Source: an optimization exercise on an open RTL-to-GDS flow (aim: small area and a short achievable clock period). Production flows keep margins and buffers that such runs may drop. Where RTL was checked, it was by simulation tests only, not by an equivalence proof against the original. Only the layout flow was run in run 2; the RTL was not checked for function there.

## flow/design.v (module list and top-level ports; edited modules follow where they fit)
// module ex_alu: 336 lines
// module ex_fa: 10 lines
// module ex_ha: 9 lines
// module ex_stage: 3639 lines
module ex_stage (
  input  logic              clk,
  input  logic              rst_n,
  input  ex_pkg::alu_op_e   alu_operator_i,
  input  ex_pkg::word_t     alu_operand_a_i,
  input  ex_pkg::word_t     alu_operand_b_i,
  input  ex_pkg::word_t     alu_operand_c_i,
  input  logic              alu_en_i,
  input  ex_pkg::mul_op_e   mult_operator_i,
  input  ex_pkg::word_t     mult_operand_a_i,
  input  ex_pkg::word_t     mult_operand_b_i,
  input  ex_pkg::word_t     mult_operand_c_i,
  input  logic              mult_en_i,
  input  logic              csr_access_i,
  input  ex_pkg::word_t     csr_rdata_i,
  input  logic              branch_in_ex_i,
  input  ex_pkg::reg_addr_t regfile_alu_waddr_i,
  input  logic              regfile_alu_we_i,
  input  ex_pkg::reg_addr_t regfile_waddr_i,
  input  logic              regfile_we_i,
  input  logic              lsu_en_i,
  input  ex_pkg::word_t     lsu_rdata_i,
  input  logic              lsu_ready_ex_i,
  input  logic              lsu_err_i,
  input  logic              wb_ready_i,
  output ex_pkg::reg_addr_t regfile_alu_waddr_fw_o,
  output logic              regfile_alu_we_fw_o,
  output ex_pkg::word_t     regfile_alu_wdata_fw_o,
  output ex_pkg::reg_addr_t regfile_waddr_wb_o,
  output logic              regfile_we_wb_o,
  output ex_pkg::word_t     regfile_wdata_wb_o,
  output ex_pkg::word_t     jump_target_o,
  output logic              branch_decision_o,
  output logic              mult_multicycle_o,
  output logic              ex_ready_o,
  output logic              ex_valid_o
);
  // ...
==> flow/flow/run.sh <==
#!/bin/bash
# The standard layout, with two changes to how it is made:
# - the port buffers are plain buffers (sky130_fd_sc_hd__buf_1) instead of the delay
#   cell buffer_ports picks by itself;
# - the buffers synthesis put in are taken out at floorplan (REMOVE_ABC_BUFFERS), and
#   the resizer buffers the nets again where timing and slew need it;
# - after global route the resizer downsizes gates off the critical paths (RECOVER_POWER).
set -euo pipefail
export BUFFER_PORTS_ARGS="-buffer_cell sky130_fd_sc_hd__buf_1"
export REMOVE_ABC_BUFFERS=1
export RECOVER_POWER=100
bash standard.sh > standard.log 2>&1
==> flow/standard.sh <==
#!/bin/bash
# synth_recipe.tcl (not shown) runs the flow's synth.tcl, then flattens the netlist and writes it again
# the make line also repeats each setting of config.mk as NAME=value (left out here)
make -C /OpenROAD-flow-scripts/flow DESIGN_CONFIG=/design/flow/config.mk WORK_HOME=/design/flow/orfs CLKGATE_MAP_FILE= SYNTH_SCRIPT=/design/flow/synth_recipe.tcl "${@:-finish}"
==> flow/config.mk <==
export PLATFORM = sky130hd
export DESIGN_NAME = ex_stage
export DESIGN_NICKNAME = ex_stage
export VERILOG_FILES = /design/flow/design.v
export SDC_FILE = /design/flow/constraint.sdc
export NUM_CORES = 4
export LEC_CHECK = 0
export ABC_AREA = 1
export CAP_MARGIN = 20
export CORE_MARGIN = 2
export CORE_UTILIZATION = 40
export SETUP_SLACK_MARGIN = 3.25
export SLEW_MARGIN = 20
export SYNTH_HIERARCHICAL = 1
==> flow/constraint.sdc <==
create_clock -name core_clock -period 15.0 [get_ports {clk}]
set_input_delay 3.0000 -clock core_clock [delete_from_list [all_inputs] [get_ports {clk}]]
set_output_delay 3.0000 -clock core_clock [all_outputs]
set_load 0.01 [all_outputs]
==> results.json, run 1 <==
{
  "die_h_um": 288.7,
  "yosys.area.top_type_share_pct": 32.24,
  "relSlewSlack_pct": -22.34,
  "clkbuf_count": 5,
  "final-setup-viol-count": 0,
  "failed_checks": "max-capacitance violations, max-slew violations",
  "antenna_found_initial": 5,
  "setup_tns_ns": 0,
  "wl_met1_um": 54620,
  "placedCellCount": 5038,
  "wl_per_cell_um": 27.33,
  "status": "finished with violations",
  "r2r-end": "prod_q[30]",
  "postPlaceCellArea_sq_um": 33670,
  "clkTransAtPathRegs_ns": 0.06,
  "cts-htree-levels": 2,
  "design_area_sq_um": 34730,
  "ys_warn_count": 8,
  "synth-main-ff-cell": "edfxtp_1",
  "mostFrequentLayoutCells": "xor2_1 (524), fa_1 (522), nand3_1 (494), o22ai_1 (494), nand2_1 (439)",
  "holdPathStages": 1,
  "cpPeakStageDelay_ns": 0.66,
  "crit_fanout": 19,
  "report.final.slew_viol_count": 69,
  "drv_cap": 2,
  "multi_input_gates": 3256,
  "min_path_type": "flip-flop to flip-flop",
  "initial_utilization_pct": 40.31,
  "final_common_cell": "xor2_1",
  "cts_tree": "built"
}
==> run 2: changes to the inputs <==
--- a/flow/design.v
+++ b/flow/design.v
@@ -2131,102 +2131,184 @@
   logic fc497;
   logic fs498;
   logic fc498;
   logic fs499;
   logic fc499;
   logic [63:0] fa_g, fa_p, fa_c;
   logic log0_1;
   logic lop0_1;
+  logic log0_2;
+  logic lop0_2;
   logic log0_3;
   logic lop0_3;
+  logic log0_4;
+  logic lop0_4;
   logic log0_5;
   logic lop0_5;
+  logic log0_6;
+  logic lop0_6;
   logic log0_7;
   logic lop0_7;
+  logic log0_8;
+  logic lop0_8;
   logic log0_9;
   logic lop0_9;
+  logic log0_10;
+  logic lop0_10;
   logic log0_11;
   logic lop0_11;
+  logic log0_12;
+  logic lop0_12;
   logic log0_13;
   logic lop0_13;
+  logic log0_14;
+  logic lop0_14;
   logic log0_15;
   logic lop0_15;
+  logic log0_16;
+  logic lop0_16;
   logic log0_17;
   logic lop0_17;
+  logic log0_18;
+  logic lop0_18;
   logic log0_19;
   logic lop0_19;
+  logic log0_20;
+  logic lop0_20;
   logic log0_21;
   logic lop0_21;
+  logic log0_22;
+  logic lop0_22;
   logic log0_23;
   logic lop0_23;
+  logic log0_24;
+  logic lop0_24;
   logic log0_25;
   logic lop0_25;
+  logic log0_26;
+  logic lop0_26;
   logic log0_27;
   logic lop0_27;
+  logic log0_28;
+  logic lop0_28;
   logic log0_29;
   logic lop0_29;
+  logic log0_30;
+  logic lop0_30;
   logic log0_31;
   logic lop0_31;
   logic log1_2;
   logic lop1_2;
   logic log1_3;
   logic lop1_3;
+  logic log1_4;
+  logic lop1_4;
+  logic log1_5;
+  logic lop1_5;
   logic log1_6;
   logic lop1_6;
   logic log1_7;
   logic lop1_7;
+  logic log1_8;
+  logic lop1_8;
+  logic log1_9;
+  logic lop1_9;
   logic log1_10;
   logic lop1_10;
   logic log1_11;
   logic lop1_11;
+  logic log1_12;
+  logic lop1_12;
+  logic log1_13;
+  logic lop1_13;
   logic log1_14;
   logic lop1_14;
   logic log1_15;
   logic lop1_15;
+  logic log1_16;
+  logic lop1_16;
+  logic log1_17;
+  logic lop1_17;
   logic log1_18;
   logic lop1_18;
   logic log1_19;
   logic lop1_19;
+  logic log1_20;
+  logic lop1_20;
+  logic log1_21;
+  logic lop1_21;
   logic log1_22;
   logic lop1_22;
   logic log1_23;
   logic lop1_23;
+  logic log1_24;
+  logic lop1_24;
+  logic log1_25;
+  logic lop1_25;
   logic log1_26;
   logic lop1_26;
   logic log1_27;
   logic lop1_27;
+  logic log1_28;
+  logic lop1_28;
+  logic log1_29;
+  logic lop1_29;
   logic log1_30;
   logic lop1_30;
   logic log1_31;
   logic lop1_31;
   logic log2_4;
   logic lop2_4;
   logic log2_5;
   logic lop2_5;
   logic log2_6;
   logic lop2_6;
   logic log2_7;
   logic lop2_7;
+  logic log2_8;
+  logic lop2_8;
+  logic log2_9;
+  logic lop2_9;
+  logic log2_10;
+  logic lop2_10;
+  logic log2_11;
+  logic lop2_11;
   logic log2_12;
   logic lop2_12;
   logic log2_13;
   logic lop2_13;
   logic log2_14;
   logic lop2_14;
   logic log2_15;
   logic lop2_15;
+  logic log2_16;
+  logic lop2_16;
+  logic log2_17;
+  logic lop2_17;
+  logic log2_18;
+  logic lop2_18;
+  logic log2_19;
+  logic lop2_19;
   logic log2_20;
   logic lop2_20;
   logic log2_21;
   logic lop2_21;
   logic log2_22;
   logic lop2_22;
   logic log2_23;
   logic lop2_23;
+  logic log2_24;
+  logic lop2_24;
+  logic log2_25;
+  logic lop2_25;
+  logic log2_26;
+  logic lop2_26;
+  logic log2_27;
+  logic lop2_27;
   logic log2_28;
   logic lop2_28;
   logic log2_29;
   logic lop2_29;
   logic log2_30;
   logic lop2_30;
   logic log2_31;
   logic lop2_31;
@@ -2241,16 +2323,32 @@
   logic log3_12;
   logic lop3_12;
   logic log3_13;
   logic lop3_13;
   logic log3_14;
   logic lop3_14;
   logic log3_15;
   logic lop3_15;
+  logic log3_16;
+  logic lop3_16;
+  logic log3_17;
+  logic lop3_17;
+  logic log3_18;
+  logic lop3_18;
+  logic log3_19;
+  logic lop3_19;
+  logic log3_20;
+  logic lop3_20;
+  logic log3_21;
+  logic lop3_21;
+  logic log3_22;
+  logic lop3_22;
+  logic log3_23;
+  logic lop3_23;
   logic log3_24;
   logic lop3_24;
   logic log3_25;
   logic lop3_25;
   logic log3_26;
   logic lop3_26;
   logic log3_27;
   logic lop3_27;
@@ -3627,172 +3725,270 @@
   ex_fa u_fa498 (.a_i(pp16_30), .b_i(ns56), .c_i(fc437), .s_o(fs498), .co_o(fc498));
   ex_fa u_fa499 (.a_i(nc56), .b_i(pp15_33), .c_i(pp16_31), .s_o(fs499), .co_o(fc499));
   assign sum_x = {fc498, fc497, fc496, fc495, fc494, fc493, fc492, fc491, fc490, fc489, fc488, fc487, fc486, fc485, fc484, fc483, fc482, fc481, fc480, fc479, fc478, fc477, fc476, fc475, fc474, fc473, fc472, fc471, fc470, fc469, fc468, fc467, fc466, fc465, fc464, fc463, fc462, fc461, fc460, fc459, fc458, fc457, fc456, fc455, fc454, fc453, fc452, fc451, fc450, fc449, fc448, fc447, fc446, fc445, fc444, fc443, fc442, fc441, fc440, fc439, fc438, hc58, hc57, hs57};
   assign sum_y = {fs499, fs498, fs497, fs496, fs495, fs494, fs493, fs492, fs491, fs490, fs489, fs488, fs487, fs486, fs485, fs484, fs483, fs482, fs481, fs480, fs479, fs478, fs477, fs476, fs475, fs474, fs473, fs472, fs471, fs470, fs469, fs468, fs467, fs466, fs465, fs464, fs463, fs462, fs461, fs460, fs459, fs458, fs457, fs456, fs455, fs454, fs453, fs452, fs451, fs450, fs449, fs448, fs447, fs446, fs445, fs444, fs443, fs442, fs441, fs440, fs439, fs438, hs58, pp0_0};
   assign fa_g = sum_x & sum_y;
   assign fa_p = sum_x ^ sum_y;
   assign log0_1 = fa_g[1] | (fa_p[1] & fa_g[0]);
   assign lop0_1 = fa_p[1] & fa_p[0];
+  assign log0_2 = fa_g[2] | (fa_p[2] & fa_g[1]);
+  assign lop0_2 = fa_p[2] & fa_p[1];
   assign log0_3 = fa_g[3] | (fa_p[3] & fa_g[2]);
   assign lop0_3 = fa_p[3] & fa_p[2];
+  assign log0_4 = fa_g[4] | (fa_p[4] & fa_g[3]);
+  assign lop0_4 = fa_p[4] & fa_p[3];
   assign log0_5 = fa_g[5] | (fa_p[5] & fa_g[4]);
   assign lop0_5 = fa_p[5] & fa_p[4];
+  assign log0_6 = fa_g[6] | (fa_p[6] & fa_g[5]);
+  assign lop0_6 = fa_p[6] & fa_p[5];
   assign log0_7 = fa_g[7] | (fa_p[7] & fa_g[6]);
   assign lop0_7 = fa_p[7] & fa_p[6];
+  assign log0_8 = fa_g[8] | (fa_p[8] & fa_g[7]);
+  assign lop0_8 = fa_p[8] & fa_p[7];
   assign log0_9 = fa_g[9] | (fa_p[9] & fa_g[8]);
   assign lop0_9 = fa_p[9] & fa_p[8];
+  assign log0_10 = fa_g[10] | (fa_p[10] & fa_g[9]);
+  assign lop0_10 = fa_p[10] & fa_p[9];
   assign log0_11 = fa_g[11] | (fa_p[11] & fa_g[10]);
   assign lop0_11 = fa_p[11] & fa_p[10];
+  assign log0_12 = fa_g[12] | (fa_p[12] & fa_g[11]);
+  assign lop0_12 = fa_p[12] & fa_p[11];
   assign log0_13 = fa_g[13] | (fa_p[13] & fa_g[12]);
   assign lop0_13 = fa_p[13] & fa_p[12];
+  assign log0_14 = fa_g[14] | (fa_p[14] & fa_g[13]);
+  assign lop0_14 = fa_p[14] & fa_p[13];
   assign log0_15 = fa_g[15] | (fa_p[15] & fa_g[14]);
   assign lop0_15 = fa_p[15] & fa_p[14];
+  assign log0_16 = fa_g[16] | (fa_p[16] & fa_g[15]);
+  assign lop0_16 = fa_p[16] & fa_p[15];
   assign log0_17 = fa_g[17] | (fa_p[17] & fa_g[16]);
   assign lop0_17 = fa_p[17] & fa_p[16];
+  assign log0_18 = fa_g[18] | (fa_p[18] & fa_g[17]);
+  assign lop0_18 = fa_p[18] & fa_p[17];
   assign log0_19 = fa_g[19] | (fa_p[19] & fa_g[18]);
   assign lop0_19 = fa_p[19] & fa_p[18];
+  assign log0_20 = fa_g[20] | (fa_p[20] & fa_g[19]);
+  assign lop0_20 = fa_p[20] & fa_p[19];
   assign log0_21 = fa_g[21] | (fa_p[21] & fa_g[20]);
   assign lop0_21 = fa_p[21] & fa_p[20];
+  assign log0_22 = fa_g[22] | (fa_p[22] & fa_g[21]);
+  assign lop0_22 = fa_p[22] & fa_p[21];
   assign log0_23 = fa_g[23] | (fa_p[23] & fa_g[22]);
   assign lop0_23 = fa_p[23] & fa_p[22];
+  assign log0_24 = fa_g[24] | (fa_p[24] & fa_g[23]);
+  assign lop0_24 = fa_p[24] & fa_p[23];
   assign log0_25 = fa_g[25] | (fa_p[25] & fa_g[24]);
   assign lop0_25 = fa_p[25] & fa_p[24];
+  assign log0_26 = fa_g[26] | (fa_p[26] & fa_g[25]);
+  assign lop0_26 = fa_p[26] & fa_p[25];
   assign log0_27 = fa_g[27] | (fa_p[27] & fa_g[26]);
   assign lop0_27 = fa_p[27] & fa_p[26];
+  assign log0_28 = fa_g[28] | (fa_p[28] & fa_g[27]);
+  assign lop0_28 = fa_p[28] & fa_p[27];
   assign log0_29 = fa_g[29] | (fa_p[29] & fa_g[28]);
   assign lop0_29 = fa_p[29] & fa_p[28];
+  assign log0_30 = fa_g[30] | (fa_p[30] & fa_g[29]);
+  assign lop0_30 = fa_p[30] & fa_p[29];
   assign log0_31 = fa_g[31] | (fa_p[31] & fa_g[30]);
   assign lop0_31 = fa_p[31] & fa_p[30];
-  assign log1_2 = fa_g[2] | (fa_p[2] & log0_1);
-  assign lop1_2 = fa_p[2] & lop0_1;
+  assign log1_2 = log0_2 | (lop0_2 & fa_g[0]);
+  assign lop1_2 = lop0_2 & fa_p[0];
   assign log1_3 = log0_3 | (lop0_3 & log0_1);
   assign lop1_3 = lop0_3 & lop0_1;
-  assign log1_6 = fa_g[6] | (fa_p[6] & log0_5);
-  assign lop1_6 = fa_p[6] & lop0_5;
+  assign log1_4 = log0_4 | (lop0_4 & log0_2);
+  assign lop1_4 = lop0_4 & lop0_2;
+  assign log1_5 = log0_5 | (lop0_5 & log0_3);
+  assign lop1_5 = lop0_5 & lop0_3;
+  assign log1_6 = log0_6 | (lop0_6 & log0_4);
+  assign lop1_6 = lop0_6 & lop0_4;
   assign log1_7 = log0_7 | (lop0_7 & log0_5);
   assign lop1_7 = lop0_7 & lop0_5;
-  assign log1_10 = fa_g[10] | (fa_p[10] & log0_9);
-  assign lop1_10 = fa_p[10] & lop0_9;
+  assign log1_8 = log0_8 | (lop0_8 & log0_6);
+  assign lop1_8 = lop0_8 & lop0_6;
+  assign log1_9 = log0_9 | (lop0_9 & log0_7);
+  assign lop1_9 = lop0_9 & lop0_7;
+  assign log1_10 = log0_10 | (lop0_10 & log0_8);
+  assign lop1_10 = lop0_10 & lop0_8;
   assign log1_11 = log0_11 | (lop0_11 & log0_9);
   assign lop1_11 = lop0_11 & lop0_9;
-  assign log1_14 = fa_g[14] | (fa_p[14] & log0_13);
-  assign lop1_14 = fa_p[14] & lop0_13;
+  assign log1_12 = log0_12 | (lop0_12 & log0_10);
+  assign lop1_12 = lop0_12 & lop0_10;
+  assign log1_13 = log0_13 | (lop0_13 & log0_11);
+  assign lop1_13 = lop0_13 & lop0_11;
+  assign log1_14 = log0_14 | (lop0_14 & log0_12);
+  assign lop1_14 = lop0_14 & lop0_12;
   assign log1_15 = log0_15 | (lop0_15 & log0_13);
   assign lop1_15 = lop0_15 & lop0_13;
-  assign log1_18 = fa_g[18] | (fa_p[18] & log0_17);
-  assign lop1_18 = fa_p[18] & lop0_17;
+  assign log1_16 = log0_16 | (lop0_16 & log0_14);
+  assign lop1_16 = lop0_16 & lop0_14;
+  assign log1_17 = log0_17 | (lop0_17 & log0_15);
+  assign lop1_17 = lop0_17 & lop0_15;
+  assign log1_18 = log0_18 | (lop0_18 & log0_16);
+  assign lop1_18 = lop0_18 & lop0_16;
   assign log1_19 = log0_19 | (lop0_19 & log0_17);
   assign lop1_19 = lop0_19 & lop0_17;
-  assign log1_22 = fa_g[22] | (fa_p[22] & log0_21);
-  assign lop1_22 = fa_p[22] & lop0_21;
+  assign log1_20 = log0_20 | (lop0_20 & log0_18);
+  assign lop1_20 = lop0_20 & lop0_18;
+  assign log1_21 = log0_21 | (lop0_21 & log0_19);
+  assign lop1_21 = lop0_21 & lop0_19;
+  assign log1_22 = log0_22 | (lop0_22 & log0_20);
+  assign lop1_22 = lop0_22 & lop0_20;
   assign log1_23 = log0_23 | (lop0_23 & log0_21);
   assign lop1_23 = lop0_23 & lop0_21;
-  assign log1_26 = fa_g[26] | (fa_p[26] & log0_25);
-  assign lop1_26 = fa_p[26] & lop0_25;
+  assign log1_24 = log0_24 | (lop0_24 & log0_22);
+  assign lop1_24 = lop0_24 & lop0_22;
+  assign log1_25 = log0_25 | (lop0_25 & log0_23);
+  assign lop1_25 = lop0_25 & lop0_23;
+  assign log1_26 = log0_26 | (lop0_26 & log0_24);
+  assign lop1_26 = lop0_26 & lop0_24;
   assign log1_27 = log0_27 | (lop0_27 & log0_25);
   assign lop1_27 = lop0_27 & lop0_25;
-  assign log1_30 = fa_g[30] | (fa_p[30] & log0_29);
-  assign lop1_30 = fa_p[30] & lop0_29;
+  assign log1_28 = log0_28 | (lop0_28 & log0_26);
+  assign lop1_28 = lop0_28 & lop0_26;
+  assign log1_29 = log0_29 | (lop0_29 & log0_27);
+  assign lop1_29 = lop0_29 & lop0_27;
+  assign log1_30 = log0_30 | (lop0_30 & log0_28);
+  assign lop1_30 = lop0_30 & lop0_28;
   assign log1_31 = log0_31 | (lop0_31 & log0_29);
   assign lop1_31 = lop0_31 & lop0_29;
-  assign log2_4 = fa_g[4] | (fa_p[4] & log1_3);
-  assign lop2_4 = fa_p[4] & lop1_3;
-  assign log2_5 = log0_5 | (lop0_5 & log1_3);
-  assign lop2_5 = lop0_5 & lop1_3;
-  assign log2_6 = log1_6 | (lop1_6 & log1_3);
-  assign lop2_6 = lop1_6 & lop1_3;
+  assign log2_4 = log1_4 | (lop1_4 & fa_g[0]);
+  assign lop2_4 = lop1_4 & fa_p[0];
+  assign log2_5 = log1_5 | (lop1_5 & log0_1);
+  assign lop2_5 = lop1_5 & lop0_1;
+  assign log2_6 = log1_6 | (lop1_6 & log1_2);
+  assign lop2_6 = lop1_6 & lop1_2;
   assign log2_7 = log1_7 | (lop1_7 & log1_3);
   assign lop2_7 = lop1_7 & lop1_3;
-  assign log2_12 = fa_g[12] | (fa_p[12] & log1_11);
-  assign lop2_12 = fa_p[12] & lop1_11;
-  assign log2_13 = log0_13 | (lop0_13 & log1_11);
-  assign lop2_13 = lop0_13 & lop1_11;
-  assign log2_14 = log1_14 | (lop1_14 & log1_11);
-  assign lop2_14 = lop1_14 & lop1_11;
+  assign log2_8 = log1_8 | (lop1_8 & log1_4);
+  assign lop2_8 = lop1_8 & lop1_4;
+  assign log2_9 = log1_9 | (lop1_9 & log1_5);
+  assign lop2_9 = lop1_9 & lop1_5;
+  assign log2_10 = log1_10 | (lop1_10 & log1_6);
+  assign lop2_10 = lop1_10 & lop1_6;
+  assign log2_11 = log1_11 | (lop1_11 & log1_7);
+  assign lop2_11 = lop1_11 & lop1_7;
+  assign log2_12 = log1_12 | (lop1_12 & log1_8);
+  assign lop2_12 = lop1_12 & lop1_8;
+  assign log2_13 = log1_13 | (lop1_13 & log1_9);
+  assign lop2_13 = lop1_13 & lop1_9;
+  assign log2_14 = log1_14 | (lop1_14 & log1_10);
+  assign lop2_14 = lop1_14 & lop1_10;
   assign log2_15 = log1_15 | (lop1_15 & log1_11);
   assign lop2_15 = lop1_15 & lop1_11;
-  assign log2_20 = fa_g[20] | (fa_p[20] & log1_19);
-  assign lop2_20 = fa_p[20] & lop1_19;
-  assign log2_21 = log0_21 | (lop0_21 & log1_19);
-  assign lop2_21 = lop0_21 & lop1_19;
-  assign log2_22 = log1_22 | (lop1_22 & log1_19);
-  assign lop2_22 = lop1_22 & lop1_19;
+  assign log2_16 = log1_16 | (lop1_16 & log1_12);
+  assign lop2_16 = lop1_16 & lop1_12;
+  assign log2_17 = log1_17 | (lop1_17 & log1_13);
+  assign lop2_17 = lop1_17 & lop1_13;
+  assign log2_18 = log1_18 | (lop1_18 & log1_14);
+  assign lop2_18 = lop1_18 & lop1_14;
+  assign log2_19 = log1_19 | (lop1_19 & log1_15);
+  assign lop2_19 = lop1_19 & lop1_15;
+  assign log2_20 = log1_20 | (lop1_20 & log1_16);
+  assign lop2_20 = lop1_20 & lop1_16;
+  assign log2_21 = log1_21 | (lop1_21 & log1_17);
+  assign lop2_21 = lop1_21 & lop1_17;
+  assign log2_22 = log1_22 | (lop1_22 & log1_18);
+  assign lop2_22 = lop1_22 & lop1_18;
   assign log2_23 = log1_23 | (lop1_23 & log1_19);
   assign lop2_23 = lop1_23 & lop1_19;
-  assign log2_28 = fa_g[28] | (fa_p[28] & log1_27);
-  assign lop2_28 = fa_p[28] & lop1_27;
-  assign log2_29 = log0_29 | (lop0_29 & log1_27);
-  assign lop2_29 = lop0_29 & lop1_27;
-  assign log2_30 = log1_30 | (lop1_30 & log1_27);
-  assign lop2_30 = lop1_30 & lop1_27;
+  assign log2_24 = log1_24 | (lop1_24 & log1_20);
+  assign lop2_24 = lop1_24 & lop1_20;
+  assign log2_25 = log1_25 | (lop1_25 & log1_21);
+  assign lop2_25 = lop1_25 & lop1_21;
+  assign log2_26 = log1_26 | (lop1_26 & log1_22);
+  assign lop2_26 = lop1_26 & lop1_22;
+  assign log2_27 = log1_27 | (lop1_27 & log1_23);
+  assign lop2_27 = lop1_27 & lop1_23;
+  assign log2_28 = log1_28 | (lop1_28 & log1_24);
+  assign lop2_28 = lop1_28 & lop1_24;
+  assign log2_29 = log1_29 | (lop1_29 & log1_25);
+  assign lop2_29 = lop1_29 & lop1_25;
+  assign log2_30 = log1_30 | (lop1_30 & log1_26);
+  assign lop2_30 = lop1_30 & lop1_26;
   assign log2_31 = log1_31 | (lop1_31 & log1_27);
   assign lop2_31 = lop1_31 & lop1_27;
-  assign log3_8 = fa_g[8] | (fa_p[8] & log2_7);
-  assign lop3_8 = fa_p[8] & lop2_7;
-  assign log3_9 = log0_9 | (lop0_9 & log2_7);
-  assign lop3_9 = lop0_9 & lop2_7;
-  assign log3_10 = log1_10 | (lop1_10 & log2_7);
-  assign lop3_10 = lop1_10 & lop2_7;
-  assign log3_11 = log1_11 | (lop1_11 & log2_7);
-  assign lop3_11 = lop1_11 & lop2_7;
-  assign log3_12 = log2_12 | (lop2_12 & log2_7);
-  assign lop3_12 = lop2_12 & lop2_7;
-  assign log3_13 = log2_13 | (lop2_13 & log2_7);
-  assign lop3_13 = lop2_13 & lop2_7;
-  assign log3_14 = log2_14 | (lop2_14 & log2_7);
-  assign lop3_14 = lop2_14 & lop2_7;
+  assign log3_8 = log2_8 | (lop2_8 & fa_g[0]);
+  assign lop3_8 = lop2_8 & fa_p[0];
+  assign log3_9 = log2_9 | (lop2_9 & log0_1);
+  assign lop3_9 = lop2_9 & lop0_1;
+  assign log3_10 = log2_10 | (lop2_10 & log1_2);
+  assign lop3_10 = lop2_10 & lop1_2;
+  assign log3_11 = log2_11 | (lop2_11 & log1_3);
+  assign lop3_11 = lop2_11 & lop1_3;
+  assign log3_12 = log2_12 | (lop2_12 & log2_4);
+  assign lop3_12 = lop2_12 & lop2_4;
+  assign log3_13 = log2_13 | (lop2_13 & log2_5);
+  assign lop3_13 = lop2_13 & lop2_5;
+  assign log3_14 = log2_14 | (lop2_14 & log2_6);
+  assign lop3_14 = lop2_14 & lop2_6;
   assign log3_15 = log2_15 | (lop2_15 & log2_7);
   assign lop3_15 = lop2_15 & lop2_7;
-  assign log3_24 = fa_g[24] | (fa_p[24] & log2_23);
-  assign lop3_24 = fa_p[24] & lop2_23;
-  assign log3_25 = log0_25 | (lop0_25 & log2_23);
-  assign lop3_25 = lop0_25 & lop2_23;
-  assign log3_26 = log1_26 | (lop1_26 & log2_23);
-  assign lop3_26 = lop1_26 & lop2_23;
-  assign log3_27 = log1_27 | (lop1_27 & log2_23);
-  assign lop3_27 = lop1_27 & lop2_23;
-  assign log3_28 = log2_28 | (lop2_28 & log2_23);
-  assign lop3_28 = lop2_28 & lop2_23;
-  assign log3_29 = log2_29 | (lop2_29 & log2_23);
-  assign lop3_29 = lop2_29 & lop2_23;
-  assign log3_30 = log2_30 | (lop2_30 & log2_23);
-  assign lop3_30 = lop2_30 & lop2_23;
+  assign log3_16 = log2_16 | (lop2_16 & log2_8);
+  assign lop3_16 = lop2_16 & lop2_8;
+  assign log3_17 = log2_17 | (lop2_17 & log2_9);
+  assign lop3_17 = lop2_17 & lop2_9;
+  assign log3_18 = log2_18 | (lop2_18 & log2_10);
+  assign lop3_18 = lop2_18 & lop2_10;
+  assign log3_19 = log2_19 | (lop2_19 & log2_11);
+  assign lop3_19 = lop2_19 & lop2_11;
+  assign log3_20 = log2_20 | (lop2_20 & log2_12);
+  assign lop3_20 = lop2_20 & lop2_12;
+  assign log3_21 = log2_21 | (lop2_21 & log2_13);
+  assign lop3_21 = lop2_21 & lop2_13;
+  assign log3_22 = log2_22 | (lop2_22 & log2_14);
+  assign lop3_22 = lop2_22 & lop2_14;
+  assign log3_23 = log2_23 | (lop2_23 & log2_15);
+  assign lop3_23 = lop2_23 & lop2_15;
+  assign log3_24 = log2_24 | (lop2_24 & log2_16);
+  assign lop3_24 = lop2_24 & lop2_16;
+  assign log3_25 = log2_25 | (lop2_25 & log2_17);
+  assign lop3_25 = lop2_25 & lop2_17;
+  assign log3_26 = log2_26 | (lop2_26 & log2_18);
+  assign lop3_26 = lop2_26 & lop2_18;
+  assign log3_27 = log2_27 | (lop2_27 & log2_19);
+  assign lop3_27 = lop2_27 & lop2_19;
+  assign log3_28 = log2_28 | (lop2_28 & log2_20);
+  assign lop3_28 = lop2_28 & lop2_20;
+  assign log3_29 = log2_29 | (lop2_29 & log2_21);
+  assign lop3_29 = lop2_29 & lop2_21;
+  assign log3_30 = log2_30 | (lop2_30 & log2_22);
+  assign lop3_30 = lop2_30 & lop2_22;
   assign log3_31 = log2_31 | (lop2_31 & log2_23);
   assign lop3_31 = lop2_31 & lop2_23;
-  assign log4_16 = fa_g[16] | (fa_p[16] & log3_15);
-  assign lop4_16 = fa_p[16] & lop3_15;
-  assign log4_17 = log0_17 | (lop0_17 & log3_15);
-  assign lop4_17 = lop0_17 & lop3_15;
-  assign log4_18 = log1_18 | (lop1_18 & log3_15);
-  assign lop4_18 = lop1_18 & lop3_15;
-  assign log4_19 = log1_19 | (lop1_19 & log3_15);
-  assign lop4_19 = lop1_19 & lop3_15;
-  assign log4_20 = log2_20 | (lop2_20 & log3_15);
-  assign lop4_20 = lop2_20 & lop3_15;
-  assign log4_21 = log2_21 | (lop2_21 & log3_15);
-  assign lop4_21 = lop2_21 & lop3_15;
-  assign log4_22 = log2_22 | (lop2_22 & log3_15);
-  assign lop4_22 = lop2_22 & lop3_15;
-  assign log4_23 = log2_23 | (lop2_23 & log3_15);
-  assign lop4_23 = lop2_23 & lop3_15;
-  assign log4_24 = log3_24 | (lop3_24 & log3_15);
-  assign lop4_24 = lop3_24 & lop3_15;
-  assign log4_25 = log3_25 | (lop3_25 & log3_15);
-  assign lop4_25 = lop3_25 & lop3_15;
-  assign log4_26 = log3_26 | (lop3_26 & log3_15);
-  assign lop4_26 = lop3_26 & lop3_15;
-  assign log4_27 = log3_27 | (lop3_27 & log3_15);
-  assign lop4_27 = lop3_27 & lop3_15;
-  assign log4_28 = log3_28 | (lop3_28 & log3_15);
-  assign lop4_28 = lop3_28 & lop3_15;
-  assign log4_29 = log3_29 | (lop3_29 & log3_15);
-  assign lop4_29 = lop3_29 & lop3_15;
-  assign log4_30 = log3_30 | (lop3_30 & log3_15);
-  assign lop4_30 = lop3_30 & lop3_15;
+  assign log4_16 = log3_16 | (lop3_16 & fa_g[0]);
+  assign lop4_16 = lop3_16 & fa_p[0];
+  assign log4_17 = log3_17 | (lop3_17 & log0_1);
+  assign lop4_17 = lop3_17 & lop0_1;
+  assign log4_18 = log3_18 | (lop3_18 & log1_2);
+  assign lop4_18 = lop3_18 & lop1_2;
+  assign log4_19 = log3_19 | (lop3_19 & log1_3);
+  assign lop4_19 = lop3_19 & lop1_3;
+  assign log4_20 = log3_20 | (lop3_20 & log2_4);
+  assign lop4_20 = lop3_20 & lop2_4;
+  assign log4_21 = log3_21 | (lop3_21 & log2_5);
+  assign lop4_21 = lop3_21 & lop2_5;
+  assign log4_22 = log3_22 | (lop3_22 & log2_6);
+  assign lop4_22 = lop3_22 & lop2_6;
+  assign log4_23 = log3_23 | (lop3_23 & log2_7);
+  assign lop4_23 = lop3_23 & lop2_7;
+  assign log4_24 = log3_24 | (lop3_24 & log3_8);
+  assign lop4_24 = lop3_24 & lop3_8;
+  assign log4_25 = log3_25 | (lop3_25 & log3_9);
+  assign lop4_25 = lop3_25 & lop3_9;
+  assign log4_26 = log3_26 | (lop3_26 & log3_10);
+  assign lop4_26 = lop3_26 & lop3_10;
+  assign log4_27 = log3_27 | (lop3_27 & log3_11);
+  assign lop4_27 = lop3_27 & lop3_11;
+  assign log4_28 = log3_28 | (lop3_28 & log3_12);
+  assign lop4_28 = lop3_28 & lop3_12;
+  assign log4_29 = log3_29 | (lop3_29 & log3_13);
+  assign lop4_29 = lop3_29 & lop3_13;
+  assign log4_30 = log3_30 | (lop3_30 & log3_14);
+  assign lop4_30 = lop3_30 & lop3_14;
   assign log4_31 = log3_31 | (lop3_31 & log3_15);
   assign lop4_31 = lop3_31 & lop3_15;
   assign hig0_1 = fa_g[33] | (fa_p[33] & fa_g[32]);
   assign hip0_1 = fa_p[33] & fa_p[32];
   assign hig0_3 = fa_g[35] | (fa_p[35] & fa_g[34]);
   assign hip0_3 = fa_p[35] & fa_p[34];
   assign hig0_5 = fa_g[37] | (fa_p[37] & fa_g[36]);
   assign hip0_5 = fa_p[37] & fa_p[36];
==> flow/flow/run.sh (replaced) <==
#!/bin/bash
# The standard layout, with two changes to how it is made:
# - the port buffers are plain buffers (sky130_fd_sc_hd__buf_1) instead of the delay
#   cell buffer_ports picks by itself;
# - the buffers synthesis put in are taken out at floorplan (REMOVE_ABC_BUFFERS), and
#   the resizer buffers the nets again where timing and slew need it.
set -euo pipefail
export BUFFER_PORTS_ARGS="-buffer_cell sky130_fd_sc_hd__buf_1"
export REMOVE_ABC_BUFFERS=1
bash standard.sh > standard.log 2>&1
==> run 2 against run 1 <==
  * Now clean on timing, DRC and antenna
  * Wire length up 4.1%
  * Global-route usage up 0.26 points
  * Sequential share of layout area down 0.054 points
  * Register-to-register slack worse by 0.16 ns
  * Clock skew down 0.00071 ns
  * Utilization up 0.49 points
  * Synthesized cell count up 2.2%
  * Flip-flop and latch count unchanged
==> results.json, run 2 <==
{
  "fin_skew_ns": 0.006376,
  "synthTopCellsByCount": "xor2_1 (558), o22ai_1 (523), fa_1 (518), nand3_1 (510), nand2_1 (455)",
  "relSlewSlack_pct": 33.85,
  "drtIter0Drc": 3837,
  "dp.final_hpwl_um": 102200,
  "netlist_area_sq_um": 32780,
  "clkLatencyLatePin_ns": 0.28,
  "grt-ovfl-total": 0,
  "drt_pass1_iterations": 9,
  "yosysMostFrequentCell": "xor2_1",
  "yosys.area.top_type_share_pct": 31.64,
  "hold_violations": 0,
  "yosysSeqAreaShare_pct": 3.542,
  "port_buffers": 258,
  "routed-via-count": 32760,
  "final_common_cell": "xor2_1",
  "synth-main-ff-cell": "edfxtp_1",
  "timing.final.crit_share_pct": 77.44,
  "viasPerCell": 6.319,
  "worst-setup-path-type": "input port to output pin",
  "grt_max_degree": 48,
  "syn_inst": 4126,
  "reg_top3": "prod_q (32), waddr_lsu_q (6)",
  "largest_reg_flops": 32,
  "end_kind": "output pin",
  "placedCellCount": 5126,
  "die_width_um": 290.3,
  "drc_errors": 0,
  "wl_per_cell_um": 27.90,
  "cts.path.max_buffers": 2,
  "drt_wl_total_um": 144700,
  "critPathRequiredTime_ns": 12.00,
  "cpMostUsedCell": "fa_1",
  "die_area_sq_um": 84250,
  "grt_setup_unrepaired": "no",
  "ant_nets": 0,
  "cpPeakStageDelay_ns": 0.60,
  "cts.sinks": 40,
  "synthArstFlopShare_pct": 20.00,
  "regMostFlops": "prod_q",
  "fin_nets": 5106,
  "cts-htree-levels": 2,
  "pin_count": 401,
  "cp_top_family": "adder cells",
  "synthTopCellsByArea": "fa_1 (32%), xor2_1 (15%), o22ai_1 (10%)",
  "final-setup-viol-count": 0,
  "rows": 104,
  "fmax_mhz": 86.08,
  "grt_pass1_wl_um": 208000,
  "holdBufCountCts": 0,
  "antenna_found_initial": 6,
  "mostFrequentLayoutCells": "xor2_1 (558), o22ai_1 (523), fa_1 (518)",
  "tightest_slew_ns": 0.9909,
  "crit_chain": "clkbuf_4, buf_12, clkinvlp_4, o21ai_4, buf_12, o22ai_1, xor2_1, fa_1, fa_1, fa_1, fa_1, fa_1, fa_1, ha_2, nand3_1, inv_1, a21oi_1, nand3_1, or2_2, nand3_1, nand2_1, buf_1",
  "ys_seq_elements": 40,
  "crit_fanout": 14,
  "drive_above_1_share_pct": 7.838,
  "cts_root_buffer": "clkbuf_16",
  "synth_cell_type_count": 57,
  "yosysTopAreaCell": "fa_1",
  "coreArea_sq_um": 80810,
  "grt_pass1_vias": 32510,
  "drv_cap": 0,
  "synth-edff-count": 32,
  "place.gp.congestion": 0.9669,
  "die_h_um": 290.3,
  "report.final.slew_viol_count": 0,
  "syn_to_final_growth_pct": 7.684,
  "crit_arrival_ns": 8.62,
  "initial_utilization_pct": 40.56,
  "start_kind": "input port",
  "ys_warn_count": 8,
  "status": "no timing/DRC/antenna violations",
  "fin_crit_ns": 11.62,
  "fin_cells": 5184,
  "track_usage_pct": 32.43,
  "clkTransAtPathRegs_ns": 0.06,
  "numCtsBuffers": 5,
  "cts_tree": "built",
  "setup_tns_ns": 0,
  "crit_path_top_delay_cell": "fa_1",
  "synth.avg_cell_area_sq_um": 7.944,
  "min_path_type": "flip-flop to flip-flop",
  "fillers": 8236,
  "path_buf_inv": 6
}
[run 2: what timing repair did]
action,in CTS,in global routing
pin swaps,1,9
cloned,0,11
setup endpoints to repair,13,13
setup buffers,4,32
gates resized for setup,51,120
[run 2: layout make-up]
class	count	area [sq um]	share of cell area (%)
Antenna cell	3	7.507	0.02127
Clock buffer	5	125.1	0.3545
Clock inverter	3	47.55	0.1347
Inverter	325	1260	3.570
Multi-Input combinational cell	3337	28730	81.40
Sequential cell	40	1161	3.290
Tap cell	1060	1326	3.758
Timing Repair Buffer	410	2633	7.458
Timing Repair inverter	1	5.005	0.01418
[run 2: cell families after synthesis]
| kind of cell | count (synthesis) | synth area share (%) |
|---|---|---|
| muxes | 6 | 0.2061 |
| DFF | 40 | 3.542 |
| buffers and inverters | 750 | 9.768 |
| and+or+nand+nor | 1204 | 16.35 |
| AOI/OAI and AO/OA | 832 | 15.69 |
| adders and majority gates | 699 | 38.55 |
| xor gates and xnor gates | 595 | 15.90 |
[run 2: modules after synthesis (local to each module, per instance)]
module	flops+latches	cell area, sq um	cells
ex_fa	0	20.02	1
ex_alu	0	5791	1024
ex_stage	40	16440	2559
ex_ha	0	12.51	1
[run 2: final timing paths]
path | start | to | cells after the start | slack, ns
max in group asynchronous | rst_n | state_q | 1 | 12.07
setup / recovery | mult_operand_b_i[11] | regfile_alu_wdata_fw_o[31] | 22 | 3.38
hold / removal | state_q | state_q | 2 | 0.50
setup reg to reg | state_q | waddr_lsu_q[4] | 7 | 12.27
min in group asynchronous | rst_n | waddr_lsu_q[0] | 1 | 2.63
hold reg to reg | state_q | state_q | 2 | 0.50
[run 2: tightest hold or removal path, cell delays in order (launching register included)]
cell,delay [ns]
dfrtp_1,0.34
nand3_1,0.07
nand2_1,0.06
[run 2: per-layer routing]
metal | global-route usage (%) | routed length, um | vias to the layer above | share of wire (%)
met4 | 17.95 | 9325 | 6 | 6.4
li1 | - | - | 13930 | -
met1 | 42.67 | 56100 | 16000 | 39
met5 | 1.531 | 144 | - | 0.10
met2 | 49.08 | 62150 | 2336 | 43
met3 | 7.433 | 16930 | 492 | 12
[run 2: metrics by stage]
stage / util (%) / hold slack [ns] / worst slack (ns) / cell area (sq um)
6_report: 43.68 / 0.5024 / 3.383 / 35300
5_1_grt: 43.67 / 0.5180 / 3.240 / 35290
4_1_cts: 42.56 / 0.5041 / 3.235 / 34390
3_5_place_dp: 42.08 / 0.4907 / 2.656 / 34010
3_3_place_gp: 42.08 / 0.4859 / 2.260 / 34010
2_1_floorplan: - / 0.5489 / 3.529 / 30800

what the ideal ports hide:
How much do the figures lean on ideal ports? The routed layouts below were timed once more, with nothing changed but the port constraints.
Step 1 sets driving cells, clkbuf_16 on the clock port and buf_2 on the other inputs (assumed; they add their load-dependent delay and slew).
Step 2 also shifts input and output timing later by t, the mid clock arrival at the registers, as if the neighbouring blocks saw the same clock.
Slacks: no drivers / after step 1 / after step 2; pairs: no drivers / after step 1.
run | t, ns | setup WS [ns] | worst hold slack (ns) | latest minus earliest clock arrival (ns) | worst data-port slew with drivers (ns)
run 1 | 0.321 | 2.734 / 2.707 / 2.707 | 0.512 / 0.512 / 0.512 | 0.011 / 0.011 | 0.13
run 2 | 0.315 | 3.383 / 3.257 / 3.257 | 0.502 / 0.502 / 0.502 | 0.007 / 0.008 | 0.20
The setup slack of run 2, which loses most, moves by -0.126 ns with the drivers and by -0.126 ns with both steps.
